From an optimization exercise on the open Yosys and OpenROAD flow, aimed at small area; shortcuts taken in it are not production practice.
Where RTL was checked, it was by simulation tests only, not by an equivalence proof against the original.
For runs 1, 3 and 4, only the layout was checked, not whether the RTL still works.
Power and IR drop assume default switching activity.

==> flow/config.mk <==
export PLATFORM = sky130hd
export DESIGN_NAME = pg_top
export DESIGN_NICKNAME = pg_top
export VERILOG_FILES = /design/flow/design.v
export SDC_FILE = /design/flow/constraint.sdc
export NUM_CORES = 4
export LEC_CHECK = 0
export CAP_MARGIN = 20
export CORE_MARGIN = 2
export CORE_UTILIZATION = 40
export SLEW_MARGIN = 20
==> flow/constraint.sdc <==
create_clock -name core_clock -period 5.0 [get_ports {i_EMUCLK}]
set_input_delay 1.0000 -clock core_clock [delete_from_list [all_inputs] [get_ports {i_EMUCLK}]]
set_output_delay 1.0000 -clock core_clock [all_outputs]
set_load 0.01 [all_outputs]
==> flow/design.v <==
package pg_format_pkg;
    localparam int pitch_w     = 13;
    localparam int pdelta_w    = 17;
    localparam int phase_w     = 20;
    localparam int out_phase_w = 10;
    localparam int fnum_base_w = 12;
    typedef struct packed {
        logic [3:0] mcand;
        logic       calcmode;
    } inc_mode1_t;
    typedef struct packed {
        logic [2:0] mcand;
        logic       no_plus4;
        logic       calcmode;
    } inc_mode0_t;
    typedef union packed {
        inc_mode1_t m1;
        inc_mode0_t m0;
    } inc_word_u;
endpackage
package pg_table_pkg;
    function automatic logic [16:0] fnum_rom(input logic [5:0] idx);
        case (idx)
            6'h00: fnum_rom = {12'b010100_010011, 5'b00111};
            6'h01: fnum_rom = {12'b010100_100110, 5'b00111};
            6'h02: fnum_rom = {12'b010100_111001, 5'b00111};
            6'h03: fnum_rom = {12'b010101_001100, 5'b01001};
            6'h04: fnum_rom = {12'b010101_100000, 5'b01001};
            6'h05: fnum_rom = {12'b010101_110100, 5'b01001};
            6'h06: fnum_rom = {12'b010110_001000, 5'b01011};
            6'h07: fnum_rom = {12'b010110_011101, 5'b01001};
            6'h08: fnum_rom = {12'b010110_110010, 5'b01011};
            6'h09: fnum_rom = {12'b010111_000111, 5'b01011};
            6'h0A: fnum_rom = {12'b010111_011101, 5'b01101};
            6'h0B: fnum_rom = {12'b010111_110011, 5'b01101};
            6'h10: fnum_rom = {12'b011000_001001, 5'b01101};
            6'h11: fnum_rom = {12'b011000_011111, 5'b01101};
            6'h12: fnum_rom = {12'b011000_110110, 5'b01111};
            6'h13: fnum_rom = {12'b011001_001101, 5'b01111};
            6'h14: fnum_rom = {12'b011001_100101, 5'b01111};
            6'h15: fnum_rom = {12'b011001_111100, 5'b10001};
            6'h16: fnum_rom = {12'b011010_010101, 5'b10001};
            6'h17: fnum_rom = {12'b011010_101101, 5'b10001};
            6'h18: fnum_rom = {12'b011011_000110, 5'b10011};
            6'h19: fnum_rom = {12'b011011_011111, 5'b10011};
            6'h1A: fnum_rom = {12'b011011_111001, 5'b10101};
            6'h1B: fnum_rom = {12'b011100_010011, 5'b10101};
            6'h20: fnum_rom = {12'b011100_101101, 5'b10101};
            6'h21: fnum_rom = {12'b011101_001000, 5'b10111};
            6'h22: fnum_rom = {12'b011101_100011, 5'b10111};
            6'h23: fnum_rom = {12'b011101_111110, 5'b11001};
            6'h24: fnum_rom = {12'b011110_011010, 5'b11001};
            6'h25: fnum_rom = {12'b011110_110111, 5'b11001};
            6'h26: fnum_rom = {12'b011111_010011, 5'b11011};
            6'h27: fnum_rom = {12'b011111_110000, 5'b11101};
            6'h28: fnum_rom = {12'b100000_001110, 5'b11101};
            6'h29: fnum_rom = {12'b100000_101100, 5'b11101};
            6'h2A: fnum_rom = {12'b100001_001010, 5'b11111};
            6'h2B: fnum_rom = {12'b100001_101001, 5'b11111};
            6'h30: fnum_rom = {12'b100010_001001, 5'b11111};
            6'h31: fnum_rom = {12'b100010_101000, 5'b11110};
            6'h32: fnum_rom = {12'b100011_001001, 5'b11110};
            6'h33: fnum_rom = {12'b100011_101001, 5'b11110};
            6'h34: fnum_rom = {12'b100100_001011, 5'b11110};
            6'h35: fnum_rom = {12'b100100_101100, 5'b11110};
            6'h36: fnum_rom = {12'b100101_001110, 5'b11100};
            6'h37: fnum_rom = {12'b100101_110001, 5'b11100};
            6'h38: fnum_rom = {12'b100110_010100, 5'b11100};
            6'h39: fnum_rom = {12'b100110_111000, 5'b11100};
            6'h3A: fnum_rom = {12'b100111_011100, 5'b11100};
            6'h3B: fnum_rom = {12'b101000_000001, 5'b11100};
            default: fnum_rom = '0;
        endcase
    endfunction
    function automatic logic [11:0] fnum_base_lookup(input logic [5:0] idx);
        logic [16:0] entry;
        entry = fnum_rom(idx);
        fnum_base_lookup = entry[16:5];
    endfunction
    function automatic logic [4:0] fnum_inc_lookup(input logic [5:0] idx);
        logic [16:0] entry;
        entry = fnum_rom(idx);
        fnum_inc_lookup = entry[4:0];
    endfunction
    function automatic logic [3:0] dt1_intensity_offset(input logic [1:0] dt1_lo);
        case (dt1_lo)
            2'd0: dt1_intensity_offset = 4'd0;
            2'd1: dt1_intensity_offset = 4'd8;
            2'd2: dt1_intensity_offset = 4'd10;
            default: dt1_intensity_offset = 4'd11;
        endcase
    endfunction
    function automatic logic [4:0] dt1_base_lookup(input logic odd, input logic [1:0] sel);
        case ({odd, sel})
            3'b0_00: dt1_base_lookup = 5'b10000;
            3'b0_01: dt1_base_lookup = 5'b10001;
            3'b0_10: dt1_base_lookup = 5'b10011;
            3'b0_11: dt1_base_lookup = 5'b10100;
            3'b1_00: dt1_base_lookup = 5'b10110;
            3'b1_01: dt1_base_lookup = 5'b11000;
            3'b1_10: dt1_base_lookup = 5'b11011;
            default: dt1_base_lookup = 5'b11101;
        endcase
    endfunction
endpackage
`timescale 1ns/1ps
import pg_format_pkg::*;
import pg_table_pkg::*;
module pg_fnum_path
(
    input  logic [6:0]          i_kc,
    input  logic [5:0]          i_kf,
    output logic [pdelta_w-1:0] o_shifted_pdelta
);
    logic [fnum_base_w-1:0]   base;
    pg_format_pkg::inc_word_u inc;
    logic [3:0]               mult;
    logic [4:0]               lead;
    logic [6:0]               inc_sum;
    logic [fnum_base_w-1:0]   fnum;
    assign base = pg_table_pkg::fnum_base_lookup({i_kc[3:0], i_kf[5:4]});
    assign inc  = pg_table_pkg::fnum_inc_lookup({i_kc[3:0], i_kf[5:4]});
    assign mult = i_kf[3:0];
    always_comb begin
        if (inc.m1.calcmode) begin
            lead = {1'b1, inc.m1.mcand};
            inc_sum = 7'(lead & {5{mult[3]}})
                    + 7'((lead >> 1) & {5{mult[2]}})
                    + 7'((lead >> 2) & {5{mult[1]}})
                    + 7'((lead >> 3) & {5{mult[0]}});
        end else begin
            lead = {1'b1, inc.m0.mcand, 1'b1};
            inc_sum = 7'(lead & {5{mult[3]}})
                    + 7'((lead >> 1) & {5{mult[2]}})
                    + 7'((lead >> 3) & {5{mult[0]}})
                    + ((&mult[3:2] && !inc.m0.no_plus4) ? 7'd4 : 7'd0)
                    + (mult[3] ? 7'd1 : 7'd0)
                    + (mult[1] ? 7'd8 : 7'd0)
                    + (mult[0] ? 7'd2 : 7'd0);
        end
    end
    assign fnum = base + {6'b0, inc_sum[6:1]};
    always_comb begin
        case (i_kc[6:4])
            3'd0: o_shifted_pdelta = {7'b0, fnum[11:2]};
            3'd1: o_shifted_pdelta = {6'b0, fnum[11:1]};
            3'd2: o_shifted_pdelta = {5'b0, fnum};
            3'd3: o_shifted_pdelta = {4'b0, fnum, 1'b0};
            3'd4: o_shifted_pdelta = {3'b0, fnum, 2'b0};
            3'd5: o_shifted_pdelta = {2'b0, fnum, 3'b0};
            3'd6: o_shifted_pdelta = {1'b0, fnum, 4'b0};
            default: o_shifted_pdelta = {fnum, 5'b0};
        endcase
    end
endmodule
`timescale 1ns/1ps
import pg_format_pkg::*;
import pg_table_pkg::*;
module pg_detune_path
(
    input  logic [6:0]          i_kc,
    input  logic [2:0]          i_dt1,
    output logic [4:0]          o_mag,
    output logic                o_neg
);
    logic [4:0] shift;
    logic [4:0] intensity;
    logic [1:0] base_sel;
    logic [4:0] base;
    logic [4:0] mag;
    assign shift = i_kc[6:2];
    assign intensity = {2'b00, shift[4:2]} + {1'b0, pg_table_pkg::dt1_intensity_offset(i_dt1[1:0])} + 5'd1;
    assign base_sel  = (shift >= 5'd28) ? 2'd0 : shift[1:0];
    assign base      = pg_table_pkg::dt1_base_lookup(intensity[0], base_sel);
    always_comb begin
        if (i_dt1[1:0] == 2'b00) begin
            mag = '0;
        end else begin
            case (intensity[4:1])
                4'd5: mag = {4'b0, base[4]};
                4'd6: mag = {3'b0, base[4:3]};
                4'd7: mag = {2'b0, base[4:2]};
                4'd8: mag = {1'b0, base[4:1]};
                4'd9: mag = base;
                default: mag = '0;
            endcase
        end
    end
    assign o_mag = mag;
    assign o_neg = i_dt1[2];
endmodule
`timescale 1ns/1ps
import pg_format_pkg::*;
module pg_phase_accum
#(
    parameter int phase_slots = 32
) (
    input  logic                   i_EMUCLK,
    input  logic                   i_rst,
    input  logic [pdelta_w-1:0]    i_pdelta,
    input  logic [4:0]             i_mag,
    input  logic                   i_neg,
    input  logic [3:0]             i_mul,
    input  logic                   i_phase_rst,
    output logic                   o_live,
    output logic [out_phase_w-1:0] o_phase
);
    logic [5:0]             since_rst;
    logic                   ring_live;
    logic                   stage_live;
    logic                   tap_live;
    logic [pdelta_w-1:0]    mag_ext;
    logic [pdelta_w-1:0]    i_sum;
    logic [phase_w-1:0]     old_phase;
    logic [phase_w-1:0]     ring [0:phase_slots-1];
    always_ff @(posedge i_EMUCLK) begin
        if (i_rst) begin
            since_rst <= '0;
        end else if (!since_rst[5]) begin
            since_rst <= since_rst + 6'd1;
        end
    end
    assign stage_live = |since_rst;
    assign ring_live  = since_rst[5];
    assign tap_live   = since_rst > 6'd5;
    assign o_live     = since_rst > 6'd3;
    assign mag_ext = {{(pdelta_w-5){1'b0}}, i_mag};
    assign i_sum   = i_pdelta + (i_neg ? (~mag_ext + 1'b1) : mag_ext);
    logic [phase_w-1:0] row0, row1, row2, row3;
    assign row0 = i_mul[0] ? {3'b0, i_sum} : ((i_mul == 4'd0) ? {4'b0, i_sum[16:1]} : '0);
    assign row1 = i_mul[1] ? {2'b0, i_sum, 1'b0} : '0;
    assign row2 = i_mul[2] ? {1'b0, i_sum, 2'b0} : '0;
    assign row3 = i_mul[3] ? {i_sum, 3'b0} : '0;
    assign old_phase = ring_live ? ring[phase_slots-1] : '0;
    always_ff @(posedge i_EMUCLK) begin
        if (!stage_live || i_phase_rst) begin
            ring[0] <= '0;
        end else begin
            ring[0] <= old_phase + row0 + row1 + row2 + row3;
        end
        for (int i = 1; i < phase_slots; i++) begin
            ring[i] <= ring[i-1];
        end
    end
    assign o_phase = tap_live ? ring[5][phase_w-1:phase_w-out_phase_w] : '0;
endmodule
`timescale 1ns/1ps
import pg_format_pkg::*;
module pg_top #(
    parameter int phase_slots = 32
) (
    input  logic       i_EMUCLK,
    input  logic       i_rst,
    input  logic [6:0] i_kc,
    input  logic [5:0] i_kf,
    input  logic [2:0] i_dt1,
    input  logic [3:0] i_mul,
    input  logic       i_phase_rst,
    output logic [9:0] o_phase,
    output logic [4:0] o_eg_shift
);
    logic [pdelta_w-1:0] shifted_pdelta;
    logic [4:0]          det_mag;
    logic                det_neg;
    logic [pdelta_w-1:0] pdelta_s1;
    logic [4:0]          mag_s1;
    logic                neg_s1;
    logic [3:0]          mul_s1;
    logic                prst_s1;
    logic [4:0]          shift_s1, shift_s2, shift_s3, shift_s4;
    logic                eg_live;
    pg_fnum_path u_fnum_path (
        .i_kc             (i_kc),
        .i_kf             (i_kf),
        .o_shifted_pdelta (shifted_pdelta)
    );
    pg_detune_path u_detune_path (
        .i_kc           (i_kc),
        .i_dt1          (i_dt1),
        .o_mag          (det_mag),
        .o_neg          (det_neg)
    );
    always_ff @(posedge i_EMUCLK) begin
        pdelta_s1 <= shifted_pdelta;
        mag_s1   <= det_mag;
        neg_s1   <= det_neg;
        mul_s1   <= i_mul;
        prst_s1  <= i_phase_rst;
        shift_s1 <= i_kc[6:2];
        shift_s2 <= shift_s1;
        shift_s3 <= shift_s2;
        shift_s4 <= shift_s3;
    end
    pg_phase_accum #(
        .phase_slots (phase_slots)
    ) u_phase_accum (
        .i_EMUCLK    (i_EMUCLK),
        .i_rst       (i_rst),
        .i_pdelta    (pdelta_s1),
        .i_mag       (mag_s1),
        .i_neg       (neg_s1),
        .i_mul       (mul_s1),
        .i_phase_rst (prst_s1),
        .o_live      (eg_live),
        .o_phase     (o_phase)
    );
    assign o_eg_shift = eg_live ? shift_s4 : '0;
endmodule
==> flow/run.sh <==
#!/bin/bash
# synth_recipe.tcl (not shown) runs the flow's synth.tcl, then flattens the netlist and writes it again
# the make line also repeats each setting of config.mk as NAME=value (left out here)
make -C /OpenROAD-flow-scripts/flow DESIGN_CONFIG=/design/flow/config.mk WORK_HOME=/design/flow/orfs CLKGATE_MAP_FILE= SYNTH_SCRIPT=/design/flow/synth_recipe.tcl finish
==> results.json, run 1 <==
{
  "cellLeakagePower_uw": 0.01147,
  "grt_util_all_layers_pct": 14.09,
  "postSynthAreaPerCell_um2": 12.57,
  "path_class": "flop to flop",
  "fin_crit_ps": 6202,
  "area_delta_synth_final_pct": 28.15,
  "fin_crit_sh_pct": 124.0,
  "critPathSlowestCell": "fa_1",
  "slew_violations": 0,
  "endpoint_kind": "flop",
  "cts_buffers": 58,
  "grt_first_pass_wirelength_um": 62760,
  "pwr-share-clk_pct": 24.5,
  "io_buffers": 37,
  "required_ps": 5490,
  "nNetsFinal": 2121,
  "cts-root-buf": "clkbuf_16",
  "start_util_pct": 40.35,
  "synth.distinct_cells": 89,
  "nFillCells": 4458,
  "ys_seq_area_share_pct": 65.78,
  "synthesis.nets": 1840,
  "so_faults": "negative setup slack",
  "wl_per_cell_um": 14.04,
  "hold_class": "flop to flop",
  "status": "finished with violations",
  "clock.fmax_ghz": 0.1612,
  "cts_tree": "yes",
  "ys.flop_type": "dfxtp_1",
  "clk_path_buf_depth": 3,
  "share_comb_of_total_power_pct": 36.6,
  "wirelength_um": 37880,
  "ant_nets": 0,
  "critPathMaxFanout": 4,
  "place_ws_ps": -1826,
  "finClkSkew_ps": 11.33,
  "clock-sinks": 694,
  "die_h_um": 233.8,
  "clock_latency_ps": 580,
  "cap_violations": 0,
  "grt_overflow": 0,
  "totalNegativeSetupSlack_ps": -14120,
  "async_reset_ff_share_pct": 0,
  "fp.dieArea_mm2": 0.05466,
  "holdBufCountCts": 0,
  "cellInternalPower_uw": 13050,
  "die_w_um": 233.8,
  "netSwitchingPower_uw": 5547,
  "hold_viol_final": 0,
  "antenna_found_initial": 1,
  "seq_power_share_pct": 38.9,
  "syn_area_mm2": 0.02112,
  "drt_iter0_markers": 524,
  "ios": 38,
  "grt_max_degree": 35,
  "vias": 12350,
  "maxSlewHeadroom_pct": 28.74,
  "max_stage_delay_ps": 530,
  "yosysWarnings": 5,
  "synth-edff-count": 0,
  "drive_above_1_share_pct": 27.28,
  "diodes": 0,
  "rsz0062_at_grt": "true",
  "grt_pass1_vias": 12760,
  "viasPerCell": 4.579,
  "clk_transition_reported_paths_ps": 70,
  "drtPass1Iterations": 5,
  "pwr_density_cell_mw_per_mm2": 687.0,
  "setup_viol": 27,
  "h-tree-depth": 2,
  "cp.arrival_ps": 6690,
  "syn_inst": 1680,
  "startpoint_type": "flop",
  "vdd_drop_max_uv": 559.1,
  "switching_share_pct": 29.83,
  "drc": 0,
  "ys_seq_elements": 694,
  "dpl.hpwl_um": 25590,
  "tightest_slew_ps": 1069,
  "core_mm2": 0.05234,
  "gp_congestion": 0.7993,
  "fp-row-count": 84,
  "fin_ws_ps": -1202
}
[worst max-delay path: cells and delay by family, from the launching register on]
| family | cells | cell delay (ps) |
|---|---|---|
| DFF | 1 | 360 |
| AOI/OAI and AO/OA | 9 | 1820 |
| adders and majority gates | 6 | 1870 |
| and+or+nand+nor | 5 | 1280 |
| buffers and inverters | 6 | 590 |
| muxes | 1 | 180 |
[registers in the layout, summed over array words and instances, names as in the netlist]
name                     cells
shift_s4                     5
shift_s1                     5
u_phase_accum.ring         640
prst_s1                      1
shift_s2                     5
shift_s3                     5
u_phase_accum.since_rst      6
mul_s1                       4
pdelta_s1                   17
mag_s1                       5
neg_s1                       1
[power by group through the flow]
| stage | Clock [uW] | Sequential [uW] | Combinational, uW |
|---|---|---|---|
| after detailed placement | 0 | 7340 | 5520 |
| final | 4550 | 7230 | 6810 |
| after CTS | 4660 | 7260 | 5970 |
| after global placement | 0 | 7340 | 5430 |
| after global routing | 4900 | 7370 | 7590 |
| after floorplan | 0 | 7180 | 3470 |
[cell type report]
class / count / area, um^2 / share of cell area (%)
sequential: 694 / 13900 / 51.35
multi-input combinational: 828 / 7630 / 28.19
timing repair buffer: 272 / 2251 / 8.316
clock buffer: 81 / 1688 / 6.236
tap: 688 / 860.8 / 3.180
inverter: 107 / 412.9 / 1.526
clock inverter: 27 / 326.6 / 1.207
[synthesized netlist by cell type (13+ instances only)]
master      n  area (um^2)
a21o_1     13        97.59
a21oi_1    62        310.3
and2_1     49        306.5
clkbuf_1   36        135.1
dfxtp_1   694        13890
fa_1       62         1241
ha_1       75        938.4
inv_1     105        394.1
mux2i_1    15        150.1
nand2_1    82        307.8
nand3_1    26        130.1
nor2_1     78        292.8
nor2b_1    27        168.9
nor3_1     27        135.1
o21a_1     17        127.6
o21ai_0    58        290.3
xnor2_1    27        236.5
xor2_1     14        122.6
[routing by layer]
metal | share of wire [%] | track usage (%) | vias up
li1 | - | - | 6198
met1 | 50 | 19.84 | 5916
met2 | 44 | 22.48 | 166
met3 | 3.2 | 2.347 | 70
met4 | 2.1 | 3.817 | 0
met5 | 0 | 0 | -
[kinds of logic after synthesis]
| family | count (synthesis) | share of synthesized area (%) |
|---|---|---|
| buffers and inverters | 158 | 2.992 |
| AO/OA/AOI/OAI | 285 | 9.828 |
| XOR/XNOR | 42 | 1.777 |
| AND/OR/NAND/NOR | 342 | 8.169 |
| adder cells (fa/ha/maj) | 138 | 10.37 |
| flip-flops | 694 | 65.78 |
| multiplexers | 21 | 1.084 |
[final timing paths]
check | depth (start not counted) | end | slack, ps | start
max | 27 | u_phase_accum.ring[0][19] | -1200 | mag_s1[1]
min | 0 | u_phase_accum.ring[29][11] | 320 | u_phase_accum.ring[28][11]
max reg2reg | 27 | u_phase_accum.ring[0][19] | -1200 | mag_s1[1]
min reg2reg | 0 | u_phase_accum.ring[29][11] | 320 | u_phase_accum.ring[28][11]
[cells in the final DEF, fill, tap and decap left out, drive strengths merged, types with 6 or more instances in the layout]
| cell | instances |
|---|---|
| a21o | 13 |
| o31ai | 8 |
| ha | 75 |
| nor2 | 78 |
| a211oi | 14 |
| fa | 62 |
| clkdlybuf4s50 | 31 |
| a22o | 12 |
| dfxtp | 694 |
| nor2b | 27 |
| nor4 | 10 |
| xor2 | 14 |
| a311oi | 7 |
| clkbuf | 81 |
| xnor2 | 28 |
| clkinvlp | 6 |
| or3 | 6 |
| a21boi | 7 |
| nand2 | 82 |
| clkinv | 13 |
| o21ai | 60 |
| inv | 110 |
| nand3 | 26 |
| nand2b | 10 |
| buf | 238 |
| a31oi | 8 |
| and2 | 49 |
| o32ai | 7 |
| mux2i | 15 |
| a21oi | 63 |
| o21bai | 6 |
| nor3 | 30 |
| o21a | 17 |
[timing repair]
item / CTS / global route
endpoints found under the setup margin: 31 / 31
buffers inserted: 21 / 12
hold endpoints to repair: 0 / 0
gates resized for setup: 114 / 114
pin swaps: 75 / 74
[stage by stage]
stage | cell area, um^2 | cells | hold slack (ps) | utilization [%] | power, uW
2_1_floorplan | 21370 | 1680 | 309.6 | - | 10650
4_1_cts | 26530 | 2693 | 315.7 | 50.70 | 17900
3_5_place_dp | 23970 | 2566 | 312.1 | 45.80 | 12870
5_1_grt | 27070 | 2697 | 318.7 | 51.71 | 19860
6_report | 27070 | 2697 | 318.2 | 51.71 | 18590
3_3_place_gp | 23970 | 2566 | 309.7 | 45.80 | 12760
==> run 2, diff against run 1 <==
--- a/flow/design.v
+++ b/flow/design.v
@@ -162,4 +162,3 @@
     input  logic [2:0]          i_dt1,
-    output logic [4:0]          o_mag,
-    output logic                o_neg
+    output logic [pdelta_w-1:0] o_detune_value
 );
@@ -170,2 +169,3 @@
     logic [4:0] mag;
+    logic [pdelta_w-1:0] mag_ext;
     assign shift = i_kc[6:2];
@@ -188,4 +188,4 @@
     end
-    assign o_mag = mag;
-    assign o_neg = i_dt1[2];
+    assign mag_ext        = {{(pdelta_w-5){1'b0}}, mag};
+    assign o_detune_value = i_dt1[2] ? (~mag_ext + 1'b1) : mag_ext;
 endmodule
@@ -199,5 +199,3 @@
     input  logic                   i_rst,
-    input  logic [pdelta_w-1:0]    i_pdelta,
-    input  logic [4:0]             i_mag,
-    input  logic                   i_neg,
+    input  logic [pdelta_w-1:0]    i_sum,
     input  logic [3:0]             i_mul,
@@ -211,4 +209,3 @@
     logic                   tap_live;
-    logic [pdelta_w-1:0]    mag_ext;
-    logic [pdelta_w-1:0]    i_sum;
+    logic [phase_w-1:0]     prod;
     logic [phase_w-1:0]     old_phase;
@@ -226,9 +223,4 @@
     assign o_live     = since_rst > 6'd3;
-    assign mag_ext = {{(pdelta_w-5){1'b0}}, i_mag};
-    assign i_sum   = i_pdelta + (i_neg ? (~mag_ext + 1'b1) : mag_ext);
-    logic [phase_w-1:0] row0, row1, row2, row3;
-    assign row0 = i_mul[0] ? {3'b0, i_sum} : ((i_mul == 4'd0) ? {4'b0, i_sum[16:1]} : '0);
-    assign row1 = i_mul[1] ? {2'b0, i_sum, 1'b0} : '0;
-    assign row2 = i_mul[2] ? {1'b0, i_sum, 2'b0} : '0;
-    assign row3 = i_mul[3] ? {i_sum, 3'b0} : '0;
+    assign prod = (i_mul == 4'd0) ? phase_w'(i_sum >> 1)
+                                  : phase_w'({3'b0, i_sum} * {16'b0, i_mul});
     assign old_phase = ring_live ? ring[phase_slots-1] : '0;
@@ -238,3 +230,3 @@
         end else begin
-            ring[0] <= old_phase + row0 + row1 + row2 + row3;
+            ring[0] <= old_phase + prod;
         end
@@ -262,7 +254,4 @@
     logic [pdelta_w-1:0] shifted_pdelta;
-    logic [4:0]          det_mag;
-    logic                det_neg;
-    logic [pdelta_w-1:0] pdelta_s1;
-    logic [4:0]          mag_s1;
-    logic                neg_s1;
+    logic [pdelta_w-1:0] detune_value;
+    logic [pdelta_w-1:0] sum_s1;
     logic [3:0]          mul_s1;
@@ -279,9 +268,6 @@
         .i_dt1          (i_dt1),
-        .o_mag          (det_mag),
-        .o_neg          (det_neg)
+        .o_detune_value (detune_value)
     );
     always_ff @(posedge i_EMUCLK) begin
-        pdelta_s1 <= shifted_pdelta;
-        mag_s1   <= det_mag;
-        neg_s1   <= det_neg;
+        sum_s1   <= shifted_pdelta + detune_value;
         mul_s1   <= i_mul;
@@ -298,5 +284,3 @@
         .i_rst       (i_rst),
-        .i_pdelta    (pdelta_s1),
-        .i_mag       (mag_s1),
-        .i_neg       (neg_s1),
+        .i_sum       (sum_s1),
         .i_mul       (mul_s1),
==> run 2 against run 1 <==
Compared with the run above: the layout still fails its checks (negative setup slack); first-iteration DRC count is 3.1% higher; clock skew up 20 ps; routed wire length rose by 3.7%; synthesized area fell by 0.86%; via count up 3.5%; synthesized cell count grew 2.6%.
==> results.json, run 2 <==
{
  "die_h_um": 232.8,
  "vdd_drop_max_uv": 313.6,
  "so_faults": "negative setup slack",
  "final_cell_mix": "683 x dfxtp_1, 267 x buf_4, 108 x nand2_1, 90 x nor2_1, 73 x ha_1",
  "area_delta_synth_final_pct": 31.16,
  "cts_tree": "yes",
  "crit_top_cell": "a21oi_2",
  "ys_seq_area_share_pct": 65.78,
  "pwr_density_cell_mw_per_mm2": 663.3,
  "totalNegativeSetupSlack_ps": -19410,
  "cts-root-buf": "clkbuf_16",
  "vias": 12790,
  "synthTopCellsByArea": "dfxtp_1 66%, ha_1 5.6%, fa_1 4.2%",
  "synth-edff-count": 0,
  "wirelength_um": 39300,
  "async_reset_ff_share_pct": 0,
  "viasPerCell": 4.573,
  "clk_transition_reported_paths_ps": 60,
  "final_cells": 2796,
  "r2r_slack_ps": -190,
  "fin_ws_ps": -1650,
  "start_util_pct": 40.65,
  "whs_path_depth": 0,
  "ios": 38,
  "die_w_um": 232.8,
  "holdBufCountCts": 0,
  "synthesis.nets": 1883,
  "drtPass1Iterations": 5,
  "r2r-end": "u_phase_accum.ring[0][19]",
  "required_ps": 5510,
  "hold_class": "flop to flop",
  "ys_seq_elements": 688,
  "synth_compound_area_share_pct": 9.107,
  "h-tree-depth": 3,
  "hold_viol_final": 0,
  "gp_congestion": 0.8616,
  "synth-simple-area-share_pct": 9.370,
  "max_stage_delay_ps": 540,
  "regToRegStartpoint": "mul_s1[2]",
  "clock-sinks": 688,
  "yosysMostFrequentCell": "dfxtp_1",
  "path_class": "input port to flop",
  "fin_crit_ps": 6650,
  "clock_latency_ps": 590,
  "cp.arrival_ps": 7160,
  "setup.worst_path.end": "sum_s1[15]",
  "synth_top_family_by_area": "adder cells",
  "setup_viol": 18,
  "synth.area.mux_share_pct": 1.028,
  "grt_max_degree": 37,
  "dpl.hpwl_um": 26010,
  "holdWs_ps": 311.6,
  "status": "finished with violations",
  "grt_pass1_vias": 13240,
  "netlist_top_cells_count": "688 x dfxtp_1, 121 x nand2_1, 100 x nor2_1",
  "placed_cells": 2634,
  "core_mm2": 0.05151,
  "io_buffers": 37,
  "syn_area_mm2": 0.02094,
  "hold_start": "u_phase_accum.ring[13][3]",
  "synth.distinct_cells": 80,
  "yosysTopAreaCell": "dfxtp_1",
  "ys.flop_type": "dfxtp_1",
  "regMostFlops": "u_phase_accum.ring",
  "syn_inst": 1723,
  "tightest_slew_ps": 913.0,
  "ff2ff_path_depth": 20,
  "largest_register_ff_count": 640,
  "synth-adder-area-share_pct": 9.764,
  "yosysWarnings": 5,
  "clock.fmax_ghz": 0.1504,
  "postSynthAreaPerCell_um2": 12.15,
  "grt_first_pass_wirelength_um": 65650,
  "fin_crit_sh_pct": 133.0,
  "grt_overflow": 0,
  "drc": 0,
  "layout_commonest_cell": "dfxtp_1",
  "endpoint_kind": "flop",
  "finClkSkew_ps": 31.45,
  "wl_per_cell_um": 14.05,
  "critical_path.startpoint": "i_kf[5]",
  "cellLeakagePower_uw": 0.01181,
  "clk_path_buf_depth": 3,
  "critPathMaxFanout": 5,
  "utilization_pct": 53.32,
  "critPathSlowestCell": "fa_1",
  "maxSlewHeadroom_pct": 38.68,
  "antenna_found_initial": 0,
  "fp-row-count": 83,
  "grt_util_all_layers_pct": 15.08,
  "rsz0062_at_grt": "true",
  "ant_nets": 0,
  "drive_above_1_share_pct": 28.48,
  "synth_xor_area_share_pct": 2.719,
  "total_power_uw": 18220,
  "cts_buffers": 66,
  "nNetsFinal": 2227,
  "synth_top_area_share_pct": 65.78,
  "startpoint_type": "input port",
  "cap_violations": 0,
  "reg_top3": "u_phase_accum.ring (640), sum_s1 (17), u_phase_accum.since_rst (6)",
  "slew_violations": 0,
  "fp.dieArea_mm2": 0.05419,
  "drt_iter0_markers": 540
}
## run 2: repair_timing
item,CTS,global route
resized for setup,165,116
endpoints found under the hold margin,0,0
pin swaps,91,67
setup buffers,36,15
setup endpoints to repair,24,25
cloned,1,0
## run 2: critical path: cells and delay by family
kind | cells | cell delay [ps]
compound gates | 12 | 1700
simple gates | 8 | 790
mux | 2 | 760
fa+ha+maj | 7 | 2340
xor+xnor | 1 | 120
buf+inv | 4 | 440
## run 2: kinds of logic (layout without fill, tap and decap cells)
kind of cell / Yosys count / in the layout
adder cells (fa/ha/maj): 137 / 137
XOR/XNOR: 65 / 65
other: 0 / 2
flip-flops: 688 / 688
buffers and inverters: 121 / 512
AND/OR/NAND/NOR: 404 / 404
AO/OA/AOI/OAI: 291 / 291
multiplexers: 17 / 17
## run 2: layout make-up
class | count | area (um^2)
multi-input combinational | 914 | 7717
sequential | 688 | 13780
clock inverter | 29 | 397.9
fill | 4401 | 24050
clock buffer | 86 | 1787
tap | 680 | 850.8
antenna | 2 | 5.005
inverter | 73 | 291.5
timing repair buffer | 324 | 2633
## run 2: how the worst min path moves through the flow
| stage | end |
|---|---|
| floorplan | shift_s2[0] |
| global placement | shift_s2[3] |
| detailed placement | u_phase_accum.ring[13][7] |
| CTS | u_phase_accum.ring[14][3] |
| global route | u_phase_accum.ring[14][3] |
| finish | u_phase_accum.ring[14][3] |
## run 2: through the flow
step / area [um^2] / setup slack (ps)
final: 27460 / -1650
after global routing: 27460 / -1919
after CTS: 26870 / -1585
after detailed placement: 23930 / -3156
after global placement: 23930 / -3004
after floorplan: 21130 / -2261
## run 2: power breakdown
group,internal [uW],leakage (uW),switching (uW)
combinational,3050,0.00511,3010
sequential,6850,0.00564,393
clock,2910,0.00106,2000
## run 2: per-layer routing
| metal | share of wire [%] | wire length, um | GRT usage [%] |
|---|---|---|---|
| met5 | 0 | 0 | 0 |
| met4 | 3.2 | 1270 | 6.310 |
| met3 | 3.1 | 1208 | 2.941 |
| met2 | 47 | 18530 | 24.81 |
| met1 | 47 | 18290 | 19.38 |
==> run 3, diff against run 2 <==
--- a/flow/design.v
+++ b/flow/design.v
@@ -112,3 +112,3 @@
     input  logic [5:0]          i_kf,
-    output logic [pdelta_w-1:0] o_shifted_pdelta
+    output logic [fnum_base_w-1:0] o_fnum
 );
@@ -119,3 +119,2 @@
     logic [6:0]               inc_sum;
-    logic [fnum_base_w-1:0]   fnum;
     assign base = pg_table_pkg::fnum_base_lookup({i_kc[3:0], i_kf[5:4]});
@@ -141,15 +140,3 @@
     end
-    assign fnum = base + {6'b0, inc_sum[6:1]};
-    always_comb begin
-        case (i_kc[6:4])
-            3'd0: o_shifted_pdelta = {7'b0, fnum[11:2]};
-            3'd1: o_shifted_pdelta = {6'b0, fnum[11:1]};
-            3'd2: o_shifted_pdelta = {5'b0, fnum};
-            3'd3: o_shifted_pdelta = {4'b0, fnum, 1'b0};
-            3'd4: o_shifted_pdelta = {3'b0, fnum, 2'b0};
-            3'd5: o_shifted_pdelta = {2'b0, fnum, 3'b0};
-            3'd6: o_shifted_pdelta = {1'b0, fnum, 4'b0};
-            default: o_shifted_pdelta = {fnum, 5'b0};
-        endcase
-    end
+    assign o_fnum = base + {6'b0, inc_sum[6:1]};
 endmodule
@@ -162,3 +149,4 @@
     input  logic [2:0]          i_dt1,
-    output logic [pdelta_w-1:0] o_detune_value
+    output logic [4:0]          o_mag,
+    output logic                o_neg
 );
@@ -169,3 +157,2 @@
     logic [4:0] mag;
-    logic [pdelta_w-1:0] mag_ext;
     assign shift = i_kc[6:2];
@@ -188,4 +175,4 @@
     end
-    assign mag_ext        = {{(pdelta_w-5){1'b0}}, mag};
-    assign o_detune_value = i_dt1[2] ? (~mag_ext + 1'b1) : mag_ext;
+    assign o_mag = mag;
+    assign o_neg = i_dt1[2];
 endmodule
@@ -219,8 +206,11 @@
     end
-    assign stage_live = |since_rst;
+    assign stage_live = since_rst > 6'd1;
     assign ring_live  = since_rst[5];
-    assign tap_live   = since_rst > 6'd5;
+    assign tap_live   = since_rst > 6'd4;
     assign o_live     = since_rst > 6'd3;
-    assign prod = (i_mul == 4'd0) ? phase_w'(i_sum >> 1)
-                                  : phase_w'({3'b0, i_sum} * {16'b0, i_mul});
+    logic [phase_w-1:0] row0, row1, row2, row3;
+    assign row0 = i_mul[0] ? {3'b0, i_sum} : ((i_mul == 4'd0) ? {4'b0, i_sum[16:1]} : '0);
+    assign row1 = i_mul[1] ? {2'b0, i_sum, 1'b0} : '0;
+    assign row2 = i_mul[2] ? {1'b0, i_sum, 2'b0} : '0;
+    assign row3 = i_mul[3] ? {i_sum, 3'b0} : '0;
     assign old_phase = ring_live ? ring[phase_slots-1] : '0;
@@ -230,3 +220,3 @@
         end else begin
-            ring[0] <= old_phase + prod;
+            ring[0] <= old_phase + row0 + row1 + row2 + row3;
         end
@@ -236,3 +226,3 @@
     end
-    assign o_phase = tap_live ? ring[5][phase_w-1:phase_w-out_phase_w] : '0;
+    assign o_phase = tap_live ? ring[4][phase_w-1:phase_w-out_phase_w] : '0;
 endmodule
@@ -253,21 +243,43 @@
 );
-    logic [pdelta_w-1:0] shifted_pdelta;
-    logic [pdelta_w-1:0] detune_value;
-    logic [pdelta_w-1:0] sum_s1;
-    logic [3:0]          mul_s1;
-    logic                prst_s1;
-    logic [4:0]          shift_s1, shift_s2, shift_s3, shift_s4;
-    logic                eg_live;
+    logic [fnum_base_w-1:0] fnum;
+    logic [4:0]             det_mag;
+    logic                   det_neg;
+    logic [fnum_base_w-1:0] fnum_s1;
+    logic [4:0]             mag_s1;
+    logic                   neg_s1;
+    logic [3:0]             mul_s1, mul_s2;
+    logic                   prst_s1, prst_s2;
+    logic [4:0]             shift_s1, shift_s2, shift_s3, shift_s4;
+    logic [pdelta_w-1:0]    shifted;
+    logic [pdelta_w-1:0]    mag_ext;
+    logic [pdelta_w-1:0]    sum_s2;
+    logic                   eg_live;
     pg_fnum_path u_fnum_path (
-        .i_kc             (i_kc),
-        .i_kf             (i_kf),
-        .o_shifted_pdelta (shifted_pdelta)
+        .i_kc   (i_kc),
+        .i_kf   (i_kf),
+        .o_fnum (fnum)
     );
     pg_detune_path u_detune_path (
-        .i_kc           (i_kc),
-        .i_dt1          (i_dt1),
-        .o_detune_value (detune_value)
+        .i_kc  (i_kc),
+        .i_dt1 (i_dt1),
+        .o_mag (det_mag),
+        .o_neg (det_neg)
     );
+    always_comb begin
+        case (shift_s1[4:2])
+            3'd0: shifted = {7'b0, fnum_s1[11:2]};
+            3'd1: shifted = {6'b0, fnum_s1[11:1]};
+            3'd2: shifted = {5'b0, fnum_s1};
+            3'd3: shifted = {4'b0, fnum_s1, 1'b0};
+            3'd4: shifted = {3'b0, fnum_s1, 2'b0};
+            3'd5: shifted = {2'b0, fnum_s1, 3'b0};
+            3'd6: shifted = {1'b0, fnum_s1, 4'b0};
+            default: shifted = {fnum_s1, 5'b0};
+        endcase
+    end
+    assign mag_ext = {{(pdelta_w-5){1'b0}}, mag_s1};
     always_ff @(posedge i_EMUCLK) begin
-        sum_s1   <= shifted_pdelta + detune_value;
+        fnum_s1  <= fnum;
+        mag_s1   <= det_mag;
+        neg_s1   <= det_neg;
         mul_s1   <= i_mul;
@@ -275,2 +287,5 @@
         shift_s1 <= i_kc[6:2];
+        sum_s2   <= shifted + (neg_s1 ? (~mag_ext + 1'b1) : mag_ext);
+        mul_s2   <= mul_s1;
+        prst_s2  <= prst_s1;
         shift_s2 <= shift_s1;
@@ -284,5 +299,5 @@
         .i_rst       (i_rst),
-        .i_sum       (sum_s1),
-        .i_mul       (mul_s1),
-        .i_phase_rst (prst_s1),
+        .i_sum       (sum_s2),
+        .i_mul       (mul_s2),
+        .i_phase_rst (prst_s2),
         .o_live      (eg_live),
--- a/flow/config.mk
+++ b/flow/config.mk
@@ -10,2 +10,3 @@
 export CORE_UTILIZATION = 40
+export CTS_BUF_LIST = sky130_fd_sc_hd__clkbuf_8
 export SLEW_MARGIN = 20
==> run 3 against run 2 <==
Compared with the run above: still fails the layout checks on negative setup slack; synthesized area rose by 0.26%; global-route usage fell by 1.7 points; sequential share of layout area rose by 7.0 points; largest cell class unchanged; highest routed layer unchanged.
==> results.json, run 3 <==
{
  "ys.flop_type": "dfxtp_1",
  "postSynthAreaPerCell_um2": 12.61,
  "regMostFlops": "u_phase_accum.ring",
  "antenna_found_initial": 0,
  "endpoint_kind": "flop",
  "required_ps": 5570,
  "drtPass1Iterations": 5,
  "fin_crit_sh_pct": 101.7,
  "maxSlewHeadroom_pct": 40.05,
  "clk_transition_reported_paths_ps": 70,
  "ff2ff_path_depth": 16,
  "setup_viol": 4,
  "io_buffers": 37,
  "wl_per_cell_um": 13.36,
  "synthTopCellsByArea": "dfxtp_1 68%, fa_1 5.9%, ha_1 4.5%",
  "r2r_slack_ps": 380,
  "viasPerCell": 4.509,
  "cts_buffers": 97,
  "synth_top_area_share_pct": 67.80,
  "ant_nets": 0,
  "cellLeakagePower_uw": 0.01072,
  "fin_ws_ps": -83.13,
  "syn_area_mm2": 0.02099,
  "gp_congestion": 0.8507,
  "core_mm2": 0.05161,
  "area_delta_synth_final_pct": 18.65,
  "h-tree-depth": 3,
  "drc": 0,
  "utilization_pct": 48.26,
  "diodes": 0,
  "path_class": "input port to flop",
  "die_h_um": 233.1,
  "r2r-end": "u_phase_accum.ring[0][17]",
  "crit_top_cell": "inv_1",
  "largest_register_ff_count": 640,
  "startpoint_type": "input port",
  "tightest_slew_ps": 897.4,
  "critPathMaxFanout": 7,
  "clock_latency_ps": 680,
  "finClkSkew_ps": 46.14,
  "clock-sinks": 711,
  "synthesis.nets": 1825,
  "holdWs_ps": 305.7,
  "cap_violations": 0,
  "rsz0062_at_grt": "true",
  "fin_crit_ps": 5083,
  "place_ws_ps": -1184,
  "cp.arrival_ps": 5650,
  "regToRegStartpoint": "mul_s2[2]",
  "fp.dieArea_mm2": 0.05433,
  "synth.distinct_cells": 69,
  "clk_path_buf_depth": 3,
  "yosysTopAreaCell": "dfxtp_1",
  "nNetsFinal": 2000,
  "fp-row-count": 83,
  "grt_util_all_layers_pct": 13.36,
  "async_reset_ff_share_pct": 0,
  "max_stage_delay_ps": 500,
  "grt_pass1_vias": 11860,
  "cts_tree": "yes",
  "critPathSlowestCell": "fa_1",
  "netlist_top_cells_count": "711 x dfxtp_1, 109 x nand2_1, 89 x inv_1",
  "dpl.hpwl_um": 23330,
  "hold_viol_final": 0,
  "status": "finished with violations",
  "clock.fmax_ghz": 0.1967,
  "drive_above_1_share_pct": 14.78,
  "die_w_um": 233.1,
  "wirelength_um": 34680,
  "so_faults": "negative setup slack",
  "start_util_pct": 40.67,
  "cts-root-buf": "clkbuf_8",
  "final_cell_mix": "709 x dfxtp_1, 125 x clkbuf_8, 114 x inv_1, 109 x nand2_1, 85 x buf_4",
  "hold_class": "flop to flop",
  "ios": 38,
  "total_power_uw": 15250,
  "setup.worst_path.end": "fnum_s1[10]",
  "ys_seq_area_share_pct": 67.80,
  "drt_iter0_markers": 428,
  "layout_commonest_cell": "dfxtp_1",
  "vias": 11700,
  "vdd_drop_max_uv": 299.5,
  "ys_seq_elements": 711,
  "slew_violations": 0,
  "synth-edff-count": 0,
  "reg_top3": "u_phase_accum.ring (640), sum_s2 (17), fnum_s1 (12)",
  "holdBufCountCts": 0,
  "yosysMostFrequentCell": "dfxtp_1",
  "yosysWarnings": 5,
  "pwr_density_cell_mw_per_mm2": 612.3,
  "critical_path.startpoint": "i_kf[5]",
  "syn_inst": 1665,
  "grt_first_pass_wirelength_um": 58310,
  "grt_max_degree": 26,
  "grt_overflow": 0
}
run 3: cell types whose count changed after synthesis, sizes merged, moves of 9 or more:
cell and change:
a22o +13, nand3 -9, a21oi -30, nand2 -12
nor2b -9, xnor2 -19, inv +17, dfxtp +23
a21boi +10, ha -18, nor2 -25, xor2 -11
o21ai +14, fa +18
run 3: report_power, final:
group | internal (uW) | leakage [uW] | total (uW) | switching [uW]
sequential | 7040 | 0.00582 | 7470 | 435
clock | 2420 | 0.00117 | 4420 | 2000
combinational | 1470 | 0.00373 | 3360 | 1900
run 3: per-stage QoR:
stage | instances | area, um^2 | TNS [ps]
4_1_cts | 2592 | 24800 | 0
2_1_floorplan | 1665 | 21100 | -1379
3_5_place_dp | 2414 | 22690 | -8777
3_3_place_gp | 2414 | 22690 | -8125
6_report | 2595 | 24910 | -195.6
5_1_grt | 2595 | 24910 | -1406
run 3: kinds of logic after synthesis:
family                     Yosys count  synth area share (%)
AOI/OAI and AO/OA                  281                 8.768
muxes                               17                0.9179
xor gates and xnor gates            35                 1.460
buffers and inverters              140                 2.611
adders and majority gates          137                 10.38
and+or+nand+nor                    344                 8.058
DFF                                711                 67.80
run 3: per-layer routing:
metal | wire (um) | GRT usage [%] | vias to the layer above
met1 | 17490 | 18.23 | 5540
met3 | 1447 | 3.357 | 51
met4 | 750 | 5.772 | 0
li1 | - | - | 5914
met5 | 0 | 0 | -
met2 | 14990 | 20.11 | 195
run 3: worst min-delay path by stage:
stage,end,cells past startpoint,from,slack (ps)
floorplan,mul_s2[0],0,mul_s1[0],310
global placement,u_phase_accum.ring[6][14],0,u_phase_accum.ring[5][14],310
detailed placement,u_phase_accum.ring[11][12],0,u_phase_accum.ring[10][12],310
CTS,u_phase_accum.ring[25][17],0,u_phase_accum.ring[24][17],300
global route,u_phase_accum.ring[10][11],0,u_phase_accum.ring[9][11],320
finish,u_phase_accum.ring[25][17],0,u_phase_accum.ring[24][17],310
run 3: final cells by class:
cell class	count	area [um^2]
Clock inverter	49	331.6
Sequential cell	711	14240
Inverter	89	339.1
Tap cell	680	850.8
Fill cell	4564	26710
Multi-Input combinational cell	814	6372
Timing Repair Buffer	127	1057
Clock buffer	125	1720
run 3: worst max-delay path: cells and delay by family:
kind | cells | cell delay, ps
buffers and inverters | 7 | 410
xor gates and xnor gates | 1 | 150
adders and majority gates | 6 | 1830
and+or+nand+nor | 4 | 800
AOI/OAI and AO/OA | 9 | 1420
run 3: what timing repair did:
action                                  in CTS  in global routing
endpoints found under the setup margin       6                  8
hold endpoints to repair                     0                  0
resized for setup                           17                 27
buffers inserted                             4                  3
pin swaps                                   19                 23
==> run 4, diff against run 3 <==
--- a/flow/design.v
+++ b/flow/design.v
@@ -122,20 +122,14 @@
     assign mult = i_kf[3:0];
-    always_comb begin
-        if (inc.m1.calcmode) begin
-            lead = {1'b1, inc.m1.mcand};
-            inc_sum = 7'(lead & {5{mult[3]}})
-                    + 7'((lead >> 1) & {5{mult[2]}})
-                    + 7'((lead >> 2) & {5{mult[1]}})
-                    + 7'((lead >> 3) & {5{mult[0]}});
-        end else begin
-            lead = {1'b1, inc.m0.mcand, 1'b1};
-            inc_sum = 7'(lead & {5{mult[3]}})
-                    + 7'((lead >> 1) & {5{mult[2]}})
-                    + 7'((lead >> 3) & {5{mult[0]}})
-                    + ((&mult[3:2] && !inc.m0.no_plus4) ? 7'd4 : 7'd0)
-                    + (mult[3] ? 7'd1 : 7'd0)
-                    + (mult[1] ? 7'd8 : 7'd0)
-                    + (mult[0] ? 7'd2 : 7'd0);
-        end
-    end
+    logic       mode0;
+    logic [4:0] lead_m1;
+    logic [2:0] extra;
+    assign mode0   = !inc.m1.calcmode;
+    assign lead    = mode0 ? {1'b1, inc.m0.mcand, 1'b1} : {1'b1, inc.m1.mcand};
+    assign lead_m1 = mode0 ? 5'd8 : (lead >> 2);
+    assign extra   = mode0 ? {&mult[3:2] && !inc.m0.no_plus4, mult[0], mult[3]} : 3'd0;
+    assign inc_sum = 7'(lead & {5{mult[3]}})
+                   + 7'((lead >> 1) & {5{mult[2]}})
+                   + 7'(lead_m1 & {5{mult[1]}})
+                   + 7'((lead >> 3) & {5{mult[0]}})
+                   + 7'(extra);
     assign o_fnum = base + {6'b0, inc_sum[6:1]};
@@ -253,3 +247,2 @@
     logic [pdelta_w-1:0]    shifted;
-    logic [pdelta_w-1:0]    mag_ext;
     logic [pdelta_w-1:0]    sum_s2;
@@ -267,15 +260,21 @@
     );
+    logic [13:0]            sh1;
+    logic [15:0]            sh2;
+    logic [18:0]            sh4;
+    assign sh1     = shift_s1[2] ? {1'b0, fnum_s1, 1'b0} : {2'b0, fnum_s1};
+    assign sh2     = shift_s1[3] ? {sh1, 2'b0} : {2'b0, sh1};
+    assign sh4     = shift_s1[4] ? {sh2[14:0], 4'b0} : {3'b0, sh2};
+    assign shifted = sh4[18:2];
+    logic [5:0]             det_lo;
+    logic                   det_up, det_dn;
+    logic [11:0]            det_hi;
+    assign det_lo = {1'b0, shifted[4:0]} + {1'b0, mag_s1 ^ {5{neg_s1}}} + {5'b0, neg_s1};
+    assign det_up = det_lo[5] & ~neg_s1;
+    assign det_dn = neg_s1 & ~det_lo[5];
     always_comb begin
-        case (shift_s1[4:2])
-            3'd0: shifted = {7'b0, fnum_s1[11:2]};
-            3'd1: shifted = {6'b0, fnum_s1[11:1]};
-            3'd2: shifted = {5'b0, fnum_s1};
-            3'd3: shifted = {4'b0, fnum_s1, 1'b0};
-            3'd4: shifted = {3'b0, fnum_s1, 2'b0};
-            3'd5: shifted = {2'b0, fnum_s1, 3'b0};
-            3'd6: shifted = {1'b0, fnum_s1, 4'b0};
-            default: shifted = {fnum_s1, 5'b0};
-        endcase
+        for (int i = 0; i < 12; i++) begin
+            det_hi[i] = shifted[5+i] ^ ((det_up & (&(shifted[16:5] | (12'hfff << i))))
+                                      | (det_dn & ~(|(shifted[16:5] & ~(12'hfff << i)))));
+        end
     end
-    assign mag_ext = {{(pdelta_w-5){1'b0}}, mag_s1};
     always_ff @(posedge i_EMUCLK) begin
@@ -287,3 +286,3 @@
         shift_s1 <= i_kc[6:2];
-        sum_s2   <= shifted + (neg_s1 ? (~mag_ext + 1'b1) : mag_ext);
+        sum_s2   <= {det_hi, det_lo[4:0]};
         mul_s2   <= mul_s1;
--- a/flow/config.mk
+++ b/flow/config.mk
@@ -9,4 +9,6 @@
 export CORE_MARGIN = 2
-export CORE_UTILIZATION = 40
-export CTS_BUF_LIST = sky130_fd_sc_hd__clkbuf_8
+export CORE_UTILIZATION = 60
+export CTS_BUF_LIST = sky130_fd_sc_hd__clkbuf_4 sky130_fd_sc_hd__clkbuf_8
+export CTS_CLUSTER_DIAMETER = 60
+export CTS_CLUSTER_SIZE = 20
 export SLEW_MARGIN = 20
==> run 4 against run 3 <==
Compared with the run above: the layout still fails its checks (negative setup slack); clock power decreased by 43%; register-to-register slack about the same; global-route usage increased by 4.2 points; synthesized cell count decreased by 7.7%; non-clock buffer count decreased by 5; first-iteration DRC count increased by 24%.
==> results.json, run 4 <==
{
  "status": "finished with violations",
  "so_faults": "negative setup slack",
  "cts_buffers": 45,
  "largest_register_ff_count": 640,
  "die_h_um": 187.9,
  "drt_iter0_markers": 532,
  "async_reset_ff_share_pct": 0,
  "switching_share_pct": 27.82,
  "required_ps": 5510,
  "vdd_drop_max_uv": 445.5,
  "startpoint_type": "input port",
  "syn_area_mm2": 0.02030,
  "final_area_mm2": 0.02274,
  "clk_transition_reported_paths_ps": 110,
  "fin_crit_ps": 5026,
  "synth_top_family_by_area": "adder cells",
  "cts_tree": "yes",
  "fp-row-count": 67,
  "wl_per_cell_um": 14.25,
  "grt_util_all_layers_pct": 17.54,
  "vias": 10440,
  "synth_top_area_share_pct": 70.13,
  "grt_first_pass_wirelength_um": 50670,
  "cellLeakagePower_uw": 0.009668,
  "die_w_um": 187.9,
  "synth-adder-area-share_pct": 9.297,
  "critPathMaxFanout": 4,
  "core_mm2": 0.03345,
  "cts-root-buf": "clkbuf_8",
  "fin_crit_sh_pct": 100.5,
  "final_cell_mix": "708 x dfxtp_1, 104 x nand2_1, 77 x buf_4, 70 x inv_1, 62 x nor2_1",
  "max_stage_delay_ps": 510,
  "nNetsFinal": 1797,
  "syn_inst": 1536,
  "nFillCells": 2420,
  "netlist_top_cells_count": "711 x dfxtp_1, 104 x nand2_1, 79 x inv_1",
  "cp.arrival_ps": 5530,
  "start_util_pct": 60.68,
  "grt_overflow": 0,
  "synth.area.mux_share_pct": 2.256,
  "synth_xor_area_share_pct": 2.071,
  "ios": 38,
  "crit_top_cell": "inv_2",
  "yosysTopAreaCell": "dfxtp_1",
  "endpoint_kind": "flop",
  "dpl.hpwl_um": 19970,
  "layout_commonest_cell": "dfxtp_1",
  "wirelength_um": 30210,
  "synthesis.nets": 1673,
  "pwr-share-clk_pct": 20.3,
  "fin_ws_ps": -25.93,
  "synth_compound_area_share_pct": 6.812,
  "critPathSlowestCell": "fa_1",
  "cp_cell_sequence": "buf_8 -> buf_6 -> buf_4 -> a211oi_1 -> a211oi_2 -> a21oi_2 -> o21ai_2 -> fa_1 -> fa_1 -> inv_2 -> ha_4 -> a31oi_4 -> fa_2 -> inv_2 -> ha_4 -> inv_2 -> fa_2 -> inv_2 -> a21oi_2 -> o21bai_4 -> a31oi_4 -> o41a_1 -> a221o_1",
  "io_buffers": 37,
  "share_comb_of_total_power_pct": 21.4,
  "synthTopCellsByArea": "dfxtp_1 70%, fa_1 5.9%, ha_1 3.3%",
  "ys_seq_elements": 711,
  "clock-sinks": 711,
  "pwr_density_cell_mw_per_mm2": 546.3,
  "cap_violations": 0,
  "seq_power_share_pct": 58.3,
  "h-tree-depth": 2,
  "placed_cells": 2045,
  "drc": 0,
  "synth.distinct_cells": 70,
  "path_class": "input port to flop",
  "setup_viol": 1,
  "viasPerCell": 4.926,
  "grt_pass1_vias": 10360,
  "ys.flop_type": "dfxtp_1",
  "reg_top3": "u_phase_accum.ring (640), sum_s2 (17), fnum_s1 (12)",
  "gp_congestion": 0.8387,
  "rsz0062_at_grt": "true",
  "maxSlewHeadroom_pct": 51.23,
  "clock.fmax_ghz": 0.1990,
  "hold_viol_final": 0,
  "slew_violations": 0,
  "synth-edff-count": 0,
  "cellInternalPower_uw": 8966,
  "final_cells": 2120,
  "postSynthAreaPerCell_um2": 13.21,
  "finClkSkew_ps": 34.16,
  "wl_met1_um": 15320,
  "wl_met2_um": 13200,
  "yosysMostFrequentCell": "dfxtp_1",
  "area_delta_synth_final_pct": 12.04,
  "wl_met3_um": 1135,
  "hold_class": "flop to flop",
  "synth-simple-area-share_pct": 7.046,
  "clk_path_buf_depth": 3,
  "ys_seq_area_share_pct": 70.13,
  "diodes": 0,
  "tightest_slew_ps": 731.5,
  "clock_latency_ps": 610,
  "fp.dieArea_mm2": 0.03531,
  "drive_above_1_share_pct": 12.62,
  "antenna_found_initial": 0,
  "top_layer": "met4",
  "ant_nets": 0,
  "drtPass1Iterations": 7,
  "netSwitchingPower_uw": 3455,
  "holdBufCountCts": 0,
  "regMostFlops": "u_phase_accum.ring",
  "yosysWarnings": 5,
  "grt_max_degree": 27,
  "dpl_cell_area_mm2": 0.02161
}
run 4: what timing repair did:
action                                  CTS  global route
setup buffers                            15             4
endpoints found under the setup margin   10            12
gates resized for setup                  70            23
pin swaps                                27            24
run 4: area by class of cell:
type	count	area [um^2]	share of cell area (%)
clock buffer	47	646.9	2.845
clock inverter	12	123.9	0.5447
inverter	81	320.3	1.409
multi-input combinational	699	5816	25.58
sequential	711	14240	62.61
tap	448	560.5	2.465
timing repair buffer	122	1035	4.550
run 4: worst paths after layout:
kind                                 start                         to  slack [ps]  cells after the start
hold reg to reg   u_phase_accum.ring[5][6]   u_phase_accum.ring[6][6]         320                      0
setup / recovery                   i_kf[5]                fnum_s1[10]         -30                     23
hold / removal    u_phase_accum.ring[5][6]   u_phase_accum.ring[6][6]         320                      0
setup reg to reg                 mul_s2[2]  u_phase_accum.ring[0][15]         370                     16
run 4: logic make-up (layout without fill, tap and decap cells):
logic type      after synthesis  in the layout
buf+inv                     126            262
mux                          34             34
fa+ha+maj                   115            115
simple gates                298            298
compound gates              204            204
flops                       711            711
xor+xnor                     48             48
run 4: stage by stage:
stage | setup TNS, ps | util [%] | hold slack, ps | total power, uW | setup WS (ps)
CTS | -71.00 | 67.68 | 309.6 | 12490 | -71.00
global route | -841.0 | 67.98 | 325.5 | 13190 | -239.9
floorplan | -3047 | - | 309.6 | 9102 | -821.2
detailed placement | -11960 | 64.62 | 312.1 | 9859 | -1483
global placement | -10670 | 64.62 | 309.9 | 9812 | -1350
finish | -25.93 | 67.98 | 320.2 | 12420 | -25.93
run 4: critical path, delay by kind of cell:
kind | cells | cell delay (ps)
adder cells (fa/ha/maj) | 6 | 2190
buffers and inverters | 7 | 600
AO/OA/AOI/OAI | 10 | 1700
run 4: power by group through the flow:
stage | registers (uW) | clock network [uW] | logic [uW]
after floorplan | 7200 | 0 | 1910
after global placement | 7350 | 0 | 2470
after detailed placement | 7360 | 0 | 2500
after CTS | 7260 | 2620 | 2610
after global routing | 7360 | 2820 | 3010
final | 7240 | 2530 | 2660
run 4: routing by layer:
layer,global-route usage [%],vias up
met5,0,-
met4,5.421,0
met3,3.088,41
met2,27.34,170
met1,25.20,4962
li1,-,5271
==> run 5, diff against run 4 <==
--- a/flow/design.v
+++ b/flow/design.v
@@ -112,3 +112,4 @@
     input  logic [5:0]          i_kf,
-    output logic [fnum_base_w-1:0] o_fnum
+    output logic [fnum_base_w-1:0] o_base,
+    output logic [5:0]             o_half
 );
@@ -134,3 +135,4 @@
                    + 7'(extra);
-    assign o_fnum = base + {6'b0, inc_sum[6:1]};
+    assign o_base = base;
+    assign o_half = inc_sum[6:1];
 endmodule
@@ -237,6 +239,9 @@
 );
-    logic [fnum_base_w-1:0] fnum;
+    logic [fnum_base_w-1:0] fbase;
+    logic [5:0]             fhalf;
+    logic [fnum_base_w-1:0] fnum_s1;
     logic [4:0]             det_mag;
     logic                   det_neg;
-    logic [fnum_base_w-1:0] fnum_s1;
+    logic [fnum_base_w-1:0] base_s1;
+    logic [5:0]             half_s1;
     logic [4:0]             mag_s1;
@@ -252,3 +257,4 @@
         .i_kf   (i_kf),
-        .o_fnum (fnum)
+        .o_base (fbase),
+        .o_half (fhalf)
     );
@@ -260,2 +266,3 @@
     );
+    assign fnum_s1 = base_s1 + {6'b0, half_s1};
     logic [13:0]            sh1;
@@ -280,3 +287,4 @@
     always_ff @(posedge i_EMUCLK) begin
-        fnum_s1  <= fnum;
+        base_s1  <= fbase;
+        half_s1  <= fhalf;
         mag_s1   <= det_mag;
==> run 5 against run 4 <==
Compared with the run above: critical path depth down 3; design area grew 1.2%; synthesized area up 2.7%; via count rose by 6.6%; the run now finishes clean; global-route usage increased by 2.2 points; maximum frequency is 5.0% higher; first-iteration DRC count increased by 17%; register-to-register slack got worse by 160 ps; combinational power is 4% higher.
==> results.json, run 5 <==
{
  "wl_per_cell_um": 15.58,
  "drc": 0,
  "grt_max_degree": 35,
  "drtPass1Iterations": 5,
  "cp.arrival_ps": 5360,
  "syn_inst": 1637,
  "cts_tree": "yes",
  "endpoint_kind": "flop",
  "drt_iter0_markers": 624,
  "largest_register_ff_count": 640,
  "netSwitchingPower_uw": 3558,
  "share_comb_of_total_power_pct": 22.1,
  "reg_top3": "u_phase_accum.ring (640), sum_s2 (17), base_s1 (12)",
  "yosysTopAreaCell": "dfxtp_1",
  "tightest_slew_ps": 1031,
  "synthesis.nets": 1779,
  "ios": 38,
  "finClkSkew_ps": 24.33,
  "maxSlewHeadroom_pct": 31.28,
  "gp_congestion": 0.8203,
  "synth_top_area_share_pct": 68.87,
  "cts-root-buf": "clkbuf_8",
  "nFillCells": 2515,
  "r2r_slack_ps": 210,
  "layout_commonest_cell": "dfxtp_1",
  "clock-sinks": 717,
  "nNetsFinal": 1884,
  "regArea_mm2": 0.01435,
  "required_ps": 5570,
  "ant_nets": 0,
  "synthTopCellsByArea": "dfxtp_1 69%, fa_1 5.8%, ha_1 3.5%",
  "postSynthAreaPerCell_um2": 12.73,
  "pwr_density_cell_mw_per_mm2": 545.3,
  "diodes": 0,
  "pwr-share-clk_pct": 20.6,
  "path_class": "flop to flop",
  "ys_seq_elements": 717,
  "ys.flop_type": "dfxtp_1",
  "area_delta_synth_final_pct": 10.47,
  "final_area_mm2": 0.02302,
  "holdBufCountCts": 0,
  "seq_power_share_pct": 57.3,
  "die_h_um": 190.4,
  "setup_viol": 0,
  "holdWs_ps": 321.5,
  "cap_violations": 0,
  "clock_latency_ps": 620,
  "dpl_cell_area_mm2": 0.02214,
  "wirelength_um": 34400,
  "hold_viol_final": 0,
  "fp.dieArea_mm2": 0.03624,
  "drive_above_1_share_pct": 10.50,
  "grt_overflow": 0,
  "dpl.hpwl_um": 24200,
  "die_w_um": 190.4,
  "vdd_drop_max_uv": 383.9,
  "viasPerCell": 5.042,
  "yosysMostFrequentCell": "dfxtp_1",
  "cellLeakagePower_uw": 0.009730,
  "critPathMaxFanout": 4,
  "grt_pass1_vias": 11110,
  "netlist_top_cells_count": "717 x dfxtp_1, 117 x nand2_1, 87 x inv_1",
  "clk_transition_reported_paths_ps": 110,
  "cts_buffers": 45,
  "synth-edff-count": 0,
  "utilization_pct": 66.98,
  "hold_class": "flop to flop",
  "clk_path_buf_depth": 3,
  "grt_util_all_layers_pct": 19.70,
  "multi_input_area_mm2": 0.006045,
  "cellInternalPower_uw": 8997,
  "io_buffers": 37,
  "fin_crit_ps": 4786,
  "antenna_found_initial": 0,
  "fp-row-count": 68,
  "startpoint_type": "flop",
  "synth.distinct_cells": 78,
  "fin_crit_sh_pct": 95.72,
  "core_mm2": 0.03437,
  "syn_area_mm2": 0.02084,
  "start_util_pct": 60.63,
  "h-tree-depth": 2,
  "final_cell_mix": "717 x dfxtp_1, 117 x nand2_1, 87 x inv_1, 80 x nor2_1, 76 x buf_4",
  "switching_share_pct": 28.34,
  "regMostFlops": "u_phase_accum.ring",
  "vias": 11130,
  "yosysWarnings": 5,
  "async_reset_ff_share_pct": 0,
  "slew_violations": 0,
  "grt_first_pass_wirelength_um": 56280,
  "status": "finished clean",
  "ys_seq_area_share_pct": 68.87,
  "clock.fmax_ghz": 0.2089
}
==> run 5: what timing repair did <==
item,CTS,global route
setup buffers,0,0
endpoints found under the setup margin,0,10
resized for setup,0,21
==> run 5: power by group through the flow <==
stage / registers (uW) / clock network, uW / logic (uW)
floorplan: 7140 / 0 / 1980
global route: 7300 / 2890 / 3130
CTS: 7210 / 2690 / 2690
finish: 7190 / 2590 / 2770
global placement: 7280 / 0 / 2620
detailed placement: 7320 / 0 / 2670
==> run 5: logic make-up after synthesis <==
| kind of cell | after synthesis | synth area share (%) |
|---|---|---|
| compound gates | 223 | 7.439 |
| xor+xnor | 49 | 2.059 |
| simple gates | 368 | 8.627 |
| buf+inv | 143 | 2.635 |
| flops | 717 | 68.87 |
| fa+ha+maj | 119 | 9.305 |
| mux | 18 | 1.063 |
==> run 5: metal layers <==
metal | wire (um) | vias up | track usage, %
li1 | - | 5564 | -
met1 | 16980 | 5298 | 28.27
met2 | 15170 | 213 | 30.27
met3 | 1310 | 58 | 3.036
met4 | 943 | 0 | 7.543
met5 | 0 | - | 0
==> run 5: path summary, 6_finish.rpt <==
check                                                 from                         end  cells past startpoint
worst max-delay path                            half_s1[0]                  sum_s2[16]                     20
worst min-delay path            u_phase_accum.ring[16][18]  u_phase_accum.ring[17][18]                      0
worst max register to register                  half_s1[0]                  sum_s2[16]                     20
worst min register to register  u_phase_accum.ring[16][18]  u_phase_accum.ring[17][18]                      0
==> run 5: worst max-delay path, cell delays in order, from the launching register on <==
cell and delay [ps]:
dfxtp_1 330, ha_1 190, inv_1 70, fa_2 520, inv_1 50, mux2_2 300, a221oi_4 320, o22ai_1 140
ha_1 360, o21a_1 160, o21a_1 140, o21ai_0 90, nand2b_1 90, ha_2 210, nand2_1 70, a211oi_2 240
a211oi_1 140, or3_1 400, or4_4 460, or3_1 360, nand3_1 80
==> run 5: per-stage QoR <==
step / setup TNS (ps) / std cells / total power [uW] / worst slack [ps]
floorplan: -56.65 / 1637 / 9123 / -56.65
global placement: -982.8 / 2150 / 9905 / -402.7
detailed placement: -1203 / 2150 / 9986 / -443.5
CTS: 0 / 2208 / 12590 / 48.16
global route: -30.74 / 2208 / 13320 / -30.74
finish: 0 / 2208 / 12560 / 213.9
==> run 5: final cells by class <==
cell class	instances	area share, %
clock buffer	47	2.782
inverter	88	1.435
sequential	717	62.34
multi-input combinational	777	26.25
clock inverter	11	0.6250
tap	455	2.473
timing repair buffer	113	4.087

afterwards: timing with drivers on the ports:
How much do the figures lean on ideal ports? The routed layouts below were timed once more, with nothing changed but the port constraints. Step 1: set_driving_cell puts a clkbuf_16 on i_EMUCLK and a buf_2 on each other input, an assumption about the parent block. Step 2 adds t to the input delays and takes it off the output delays; t is the mean of the earliest and latest rising clock arrival at the registers after step 1. Input paths then give back, and output paths get back, about the clock's delay inside the block. Three values: no drivers, after step 1, after step 2; two values: the first two.
run	t, ns	setup slack, ns	hold WS [ns]	worst setup path at the end	worst register clock-pin slew, ns
run 1	0.629	-1.202 / -1.202 / -1.232	0.318 / 0.318 / 0.318	input to register	0.07 / 0.07
run 2	0.632	-1.650 / -1.658 / -2.290	0.312 / 0.312 / 0.312	input to register	0.07 / 0.07
run 3	0.708	-0.083 / -0.070 / -0.778	0.306 / 0.306 / 0.306	input to register	0.07 / 0.07
run 4	0.639	-0.026 / -0.015 / -0.654	0.320 / 0.320 / 0.320	input to register	0.11 / 0.11
run 5	0.659	0.214 / 0.214 / -0.351	0.322 / 0.322 / 0.322	input to register	0.11 / 0.11
Met with ideal ports but missed after step 2: setup timing in run 5. The setup slack of run 3, which loses most, moves by +0.013 ns with the drivers and by -0.695 ns with both steps.
